Background: an optimization exercise with open tools, aiming at small area, a short achievable clock period and few clock cycles. Do not read the settings as production practice.
Where RTL was checked, it was by simulation tests only, not by an equivalence proof against the original.

==> run Z: inputs <==
## armCore
module armCore (
	input  logic        clk,
	input  logic        reset,
	input  logic [31:0] readData,
	output logic        memWrite,
	output logic [31:0] adr,
	output logic [31:0] writeData
);
clock: 14.0 ns
lec_check: 0
cap_margin: 20
core_margin: 2
core_utilization: 60
slew_margin: 20
tns_end_percent: 10
standard.sh (not shown) runs the stock make flow with config.mk's settings and CLKGATE_MAP_FILE= SYNTH_SCRIPT=/design/flow/synth_recipe.tcl, a recipe that flattens the netlist after the stock synthesis.
==> flow/flow/run.sh <==
#!/bin/bash
# Standard layout (the standard.sh: ORFS from the standard synthesis to
# finish), with two changes passed to ORFS's make:
#  - repair_timing aims for the setup slack margin in flow/margin.txt (ns),
#    at each stage where the standard flow repairs timing;
#  - clock tree synthesis inserts no dummy loads.
# Each tool's output goes to standard.log and ORFS's own logs under orfs/logs.
set -euo pipefail
MARGIN=$(cat flow/margin.txt)
bash standard.sh SETUP_SLACK_MARGIN=$MARGIN \
	"CTS_ARGS=-sink_clustering_enable -repair_clock_nets -dont_use_dummy_load" \
	finish > standard.log 2>&1
==> flow/flow/margin.txt <==
9.5
==> run X: changes against run Z <==
--- a/flow/design.v
+++ b/flow/design.v
@@ -272,24 +272,21 @@
 	assign dStall    = (isMem && ((eValid && (eDP || eMul || eLoad) && eRd == rnF)
 	                              || (ir[31:28] != 4'b1110 && flagsBusy)))
 	                || (isMul && eValid && (eDP || eMul || eLoad) && selB[eRd]);
 	assign dAdv      = irValid && !eBusy && !dStall && !jumpE;
 	assign needFall  = !flagsBusy && !condD;
 	assign dTake     = dAdv && ((isB && (needFall || !irFok)) || (isPcAdd && !needFall));
 	assign memGoD    = isMem && condD;
 	assign isSub     = isDP && (fn == 4'b0010);
-	logic [31:0] addrD, brD, offB;
-	logic [32:0] addrDc;
-	assign addrDc = addPP(rdA, {20'd0, ir[11:0]}, 1'b0);
-	assign addrD  = addrDc[31:0];
-	logic [32:0] brDc;
+	logic [31:0] addD, offB;
 	assign offB = {{6{ir[23]}}, ir[23:0], 2'b00};
-	assign brDc = addPP(pc8D, isPcAdd ? {20'd0, ir[11:0]} : (needFall ? 32'hFFFF_FFFC : offB), 1'b0);
-	assign brD  = brDc[31:0];
+	logic [32:0] addDc;
+	assign addDc = addPP(rdA, (isMem || isPcAdd) ? {20'd0, ir[11:0]} : (needFall ? 32'hFFFF_FFFC : offB), 1'b0);
+	assign addD  = addDc[31:0];
 	logic [31:0] opBD;
 	always_comb begin
 		if (isB || isPcAdd)
 			opBD = (needFall && isB) ? offB : 32'hFFFF_FFFC;
 		else if (immOp && isDP)
 			opBD = {24'd0, ir[7:0]} ^ {32{isSub}};
 		else
 			opBD = rdBf ^ {32{isSub}};
@@ -317,17 +314,17 @@
 	logic [32:0] fSum;
 	assign pcLo2 = {1'b0, pcReg[7:2]} + 7'd2;
 	assign fSum  = addPP({25'd0, pcLo2}, {{26{readData[5]}}, readData[5:0]}, 1'b0);
 	assign fT    = fSum[7:0];
 	assign fOk = (readData[23:5] == 19'd0 || readData[23:5] == 19'h7FFFF) && fT[7:6] == 2'b00;
 	logic irLoad;
 	assign irLoad = !eMemGo && (!irValid || dAdv) && !jumpE && !dTake;
 	logic [31:0] pcOther, pcNext;
-	assign pcOther = jumpE ? jumpTarget : dTake ? brD
+	assign pcOther = jumpE ? jumpTarget : dTake ? addD
 	               : irLoad ? {pcReg[31:2] + 30'd1, pcReg[1:0]} : pcReg;
 	assign pcNext  = (irLoad && fBr) ? {pcReg[31:8], fT[5:0], pcReg[1:0]} : pcOther;
 	logic [1:0] lzB;
 	logic [8:0] rsFirst;
 	assign lzB = (rdB[31:7] == 25'd0) ? 2'd3 : (rdB[31:15] == 17'd0) ? 2'd2
 	           : (rdB[31:23] == 9'd0) ? 2'd1 : 2'd0;
 	always_comb begin
 		case (lzB)
@@ -393,16 +390,16 @@
 		if (dAdv)
 			mulFirst <= 1'b1;
 		else if (mulStep)
 			mulFirst <= 1'b0;
 		if (!dAdv && mulStep && mulCnt == 3'd3) begin
 			opA <= csS;
 			opB <= csC;
 		end
-		dAdr  <= mulStep ? csS : addrD;
+		dAdr  <= mulStep ? csS : addD;
 		wdReg <= mulStep ? csC : rdBf;
 	end
 	assign adr       = eMemGo ? dAdr : pcReg;
 	assign memWrite  = memWReg;
 	assign writeData = wdReg;
 endmodule
 `default_nettype wire
==> flow/run.sh (new file) <==
#!/bin/bash
# synth_recipe.tcl (not shown) runs the flow's synth.tcl, then flattens the netlist and writes it again
# the make line also repeats each setting of config.mk as NAME=value (left out here)
make -C /OpenROAD-flow-scripts/flow DESIGN_CONFIG=/design/flow/config.mk WORK_HOME=/design/flow/orfs CLKGATE_MAP_FILE= SYNTH_SCRIPT=/design/flow/synth_recipe.tcl finish
Settings changed: SETUP_SLACK_MARGIN from default to 5.
removed: flow/flow/run.sh
removed: flow/flow/margin.txt
removed: flow/standard.sh
==> run C: changes against run Z <==
--- a/flow/design.v
+++ b/flow/design.v
@@ -272,24 +272,21 @@
 	assign dStall    = (isMem && ((eValid && (eDP || eMul || eLoad) && eRd == rnF)
 	                              || (ir[31:28] != 4'b1110 && flagsBusy)))
 	                || (isMul && eValid && (eDP || eMul || eLoad) && selB[eRd]);
 	assign dAdv      = irValid && !eBusy && !dStall && !jumpE;
 	assign needFall  = !flagsBusy && !condD;
 	assign dTake     = dAdv && ((isB && (needFall || !irFok)) || (isPcAdd && !needFall));
 	assign memGoD    = isMem && condD;
 	assign isSub     = isDP && (fn == 4'b0010);
-	logic [31:0] addrD, brD, offB;
-	logic [32:0] addrDc;
-	assign addrDc = addPP(rdA, {20'd0, ir[11:0]}, 1'b0);
-	assign addrD  = addrDc[31:0];
-	logic [32:0] brDc;
+	logic [31:0] addD, offB;
 	assign offB = {{6{ir[23]}}, ir[23:0], 2'b00};
-	assign brDc = addPP(pc8D, isPcAdd ? {20'd0, ir[11:0]} : (needFall ? 32'hFFFF_FFFC : offB), 1'b0);
-	assign brD  = brDc[31:0];
+	logic [32:0] addDc;
+	assign addDc = addPP(rdA, (isMem || isPcAdd) ? {20'd0, ir[11:0]} : (needFall ? 32'hFFFF_FFFC : offB), 1'b0);
+	assign addD  = addDc[31:0];
 	logic [31:0] opBD;
 	always_comb begin
 		if (isB || isPcAdd)
 			opBD = (needFall && isB) ? offB : 32'hFFFF_FFFC;
 		else if (immOp && isDP)
 			opBD = {24'd0, ir[7:0]} ^ {32{isSub}};
 		else
 			opBD = rdBf ^ {32{isSub}};
@@ -317,17 +314,17 @@
 	logic [32:0] fSum;
 	assign pcLo2 = {1'b0, pcReg[7:2]} + 7'd2;
 	assign fSum  = addPP({25'd0, pcLo2}, {{26{readData[5]}}, readData[5:0]}, 1'b0);
 	assign fT    = fSum[7:0];
 	assign fOk = (readData[23:5] == 19'd0 || readData[23:5] == 19'h7FFFF) && fT[7:6] == 2'b00;
 	logic irLoad;
 	assign irLoad = !eMemGo && (!irValid || dAdv) && !jumpE && !dTake;
 	logic [31:0] pcOther, pcNext;
-	assign pcOther = jumpE ? jumpTarget : dTake ? brD
+	assign pcOther = jumpE ? jumpTarget : dTake ? addD
 	               : irLoad ? {pcReg[31:2] + 30'd1, pcReg[1:0]} : pcReg;
 	assign pcNext  = (irLoad && fBr) ? {pcReg[31:8], fT[5:0], pcReg[1:0]} : pcOther;
 	logic [1:0] lzB;
 	logic [8:0] rsFirst;
 	assign lzB = (rdB[31:7] == 25'd0) ? 2'd3 : (rdB[31:15] == 17'd0) ? 2'd2
 	           : (rdB[31:23] == 9'd0) ? 2'd1 : 2'd0;
 	always_comb begin
 		case (lzB)
@@ -393,16 +390,16 @@
 		if (dAdv)
 			mulFirst <= 1'b1;
 		else if (mulStep)
 			mulFirst <= 1'b0;
 		if (!dAdv && mulStep && mulCnt == 3'd3) begin
 			opA <= csS;
 			opB <= csC;
 		end
-		dAdr  <= mulStep ? csS : addrD;
+		dAdr  <= mulStep ? csS : addD;
 		wdReg <= mulStep ? csC : rdBf;
 	end
 	assign adr       = eMemGo ? dAdr : pcReg;
 	assign memWrite  = memWReg;
 	assign writeData = wdReg;
 endmodule
 `default_nettype wire
==> run B: changes against run Z <==
--- a/flow/design.v
+++ b/flow/design.v
@@ -272,24 +272,21 @@
 	assign dStall    = (isMem && ((eValid && (eDP || eMul || eLoad) && eRd == rnF)
 	                              || (ir[31:28] != 4'b1110 && flagsBusy)))
 	                || (isMul && eValid && (eDP || eMul || eLoad) && selB[eRd]);
 	assign dAdv      = irValid && !eBusy && !dStall && !jumpE;
 	assign needFall  = !flagsBusy && !condD;
 	assign dTake     = dAdv && ((isB && (needFall || !irFok)) || (isPcAdd && !needFall));
 	assign memGoD    = isMem && condD;
 	assign isSub     = isDP && (fn == 4'b0010);
-	logic [31:0] addrD, brD, offB;
-	logic [32:0] addrDc;
-	assign addrDc = addPP(rdA, {20'd0, ir[11:0]}, 1'b0);
-	assign addrD  = addrDc[31:0];
-	logic [32:0] brDc;
+	logic [31:0] addD, offB;
 	assign offB = {{6{ir[23]}}, ir[23:0], 2'b00};
-	assign brDc = addPP(pc8D, isPcAdd ? {20'd0, ir[11:0]} : (needFall ? 32'hFFFF_FFFC : offB), 1'b0);
-	assign brD  = brDc[31:0];
+	logic [32:0] addDc;
+	assign addDc = addPP(rdA, (isMem || isPcAdd) ? {20'd0, ir[11:0]} : (needFall ? 32'hFFFF_FFFC : offB), 1'b0);
+	assign addD  = addDc[31:0];
 	logic [31:0] opBD;
 	always_comb begin
 		if (isB || isPcAdd)
 			opBD = (needFall && isB) ? offB : 32'hFFFF_FFFC;
 		else if (immOp && isDP)
 			opBD = {24'd0, ir[7:0]} ^ {32{isSub}};
 		else
 			opBD = rdBf ^ {32{isSub}};
@@ -317,17 +314,17 @@
 	logic [32:0] fSum;
 	assign pcLo2 = {1'b0, pcReg[7:2]} + 7'd2;
 	assign fSum  = addPP({25'd0, pcLo2}, {{26{readData[5]}}, readData[5:0]}, 1'b0);
 	assign fT    = fSum[7:0];
 	assign fOk = (readData[23:5] == 19'd0 || readData[23:5] == 19'h7FFFF) && fT[7:6] == 2'b00;
 	logic irLoad;
 	assign irLoad = !eMemGo && (!irValid || dAdv) && !jumpE && !dTake;
 	logic [31:0] pcOther, pcNext;
-	assign pcOther = jumpE ? jumpTarget : dTake ? brD
+	assign pcOther = jumpE ? jumpTarget : dTake ? addD
 	               : irLoad ? {pcReg[31:2] + 30'd1, pcReg[1:0]} : pcReg;
 	assign pcNext  = (irLoad && fBr) ? {pcReg[31:8], fT[5:0], pcReg[1:0]} : pcOther;
 	logic [1:0] lzB;
 	logic [8:0] rsFirst;
 	assign lzB = (rdB[31:7] == 25'd0) ? 2'd3 : (rdB[31:15] == 17'd0) ? 2'd2
 	           : (rdB[31:23] == 9'd0) ? 2'd1 : 2'd0;
 	always_comb begin
 		case (lzB)
@@ -393,16 +390,16 @@
 		if (dAdv)
 			mulFirst <= 1'b1;
 		else if (mulStep)
 			mulFirst <= 1'b0;
 		if (!dAdv && mulStep && mulCnt == 3'd3) begin
 			opA <= csS;
 			opB <= csC;
 		end
-		dAdr  <= mulStep ? csS : addrD;
+		dAdr  <= mulStep ? csS : addD;
 		wdReg <= mulStep ? csC : rdBf;
 	end
 	assign adr       = eMemGo ? dAdr : pcReg;
 	assign memWrite  = memWReg;
 	assign writeData = wdReg;
 endmodule
 `default_nettype wire
Settings changed: CORE_UTILIZATION 60 to 65.
==> comparison <==
- Run B finished with timing, DRC and antenna clean. Run X ran to the end with no violations. Run Z ran to the end with no violations. Run C passed the timing, DRC and antenna checks.
- Fmax: run B is larger than run X (33%).
- Global-route usage, highest first: run B, run C, run Z, run X.
- The highest clock skew belongs to run C, the lowest to run X.
- Between run B and run C, the lower critical path depth is in run B (gap 14).
- Of run C and run X, run C has the higher design area (gap 1.5%, measured against run X).
==> figures <==
quantity	run Z	run B	run C	run X
Critical Path Stages	8	4	18	19
Unrepaired setup endpoints after global routing	true	true	true	false
Clock buffer count from CTS	85	83	86	84
Non-clock buffers, area share	5.52%	5.66%	5.29%	3.55%
Post-cts resize count	76	227	225	0
Result of the run	complete, no violations	complete, no violations	complete, no violations	complete, no violations
Count of cells along the worst register-to-register path	11	18	18	19
Total Die Area	81,100 um^2	73,500 um^2	79,500 um^2	79,500 um^2
Clock-pin slew of the registers on the worst-case setup and hold paths	0.06 ns	0.05 ns	0.06 ns	0.06 ns
Area share of xor/xnor cells in the synthesized design	4.31%	4.34%	4.34%	4.34%
Crit. Startpoint	readData[22]	eMemGo	selA[12]	ir[26]
Testbench counts of run X, summed over its fixed seeds: cycles 23,856.
Testbench counts of run C, summed over its fixed seeds: cycles 23,856.
Testbench counts of run B, summed over its fixed seeds: cycles 23,856.
Function not checked in run Z: the RTL went through the layout flow alone.

==> port drivers added, routing unchanged <==
No port has a modelled driver above. Below, the same layouts with a new extraction and two added sets of constraints.
Step 1 sets driving cells, clkbuf_16 on the clock port and buf_2 on the other inputs (assumed; they add their load-dependent delay and slew).
Step 2 times the ports against the registers' clock, not the clock port: input delays grow and output delays shrink by t, the midpoint of the rising clock arrivals with the driver on.
Three values: no drivers, after step 1, after step 2; two values: the first two.
run | shift t [ns] | slack for setup (ns) | worst setup path at the end
run Z | 0.706 | 9.118 / 9.052 / 8.404 | input to register
run X | 0.701 | 7.625 / 7.625 / 7.625 | register to register
run C | 0.701 | 9.177 / 9.124 / 8.621 | input to register
run B | 0.681 | 9.197 / 9.131 / 8.579 | input to register
After both steps every run listed still meets setup and hold. For run Z, which loses most, drivers alone change the setup slack by -0.066 ns; drivers and shift together by -0.714 ns.
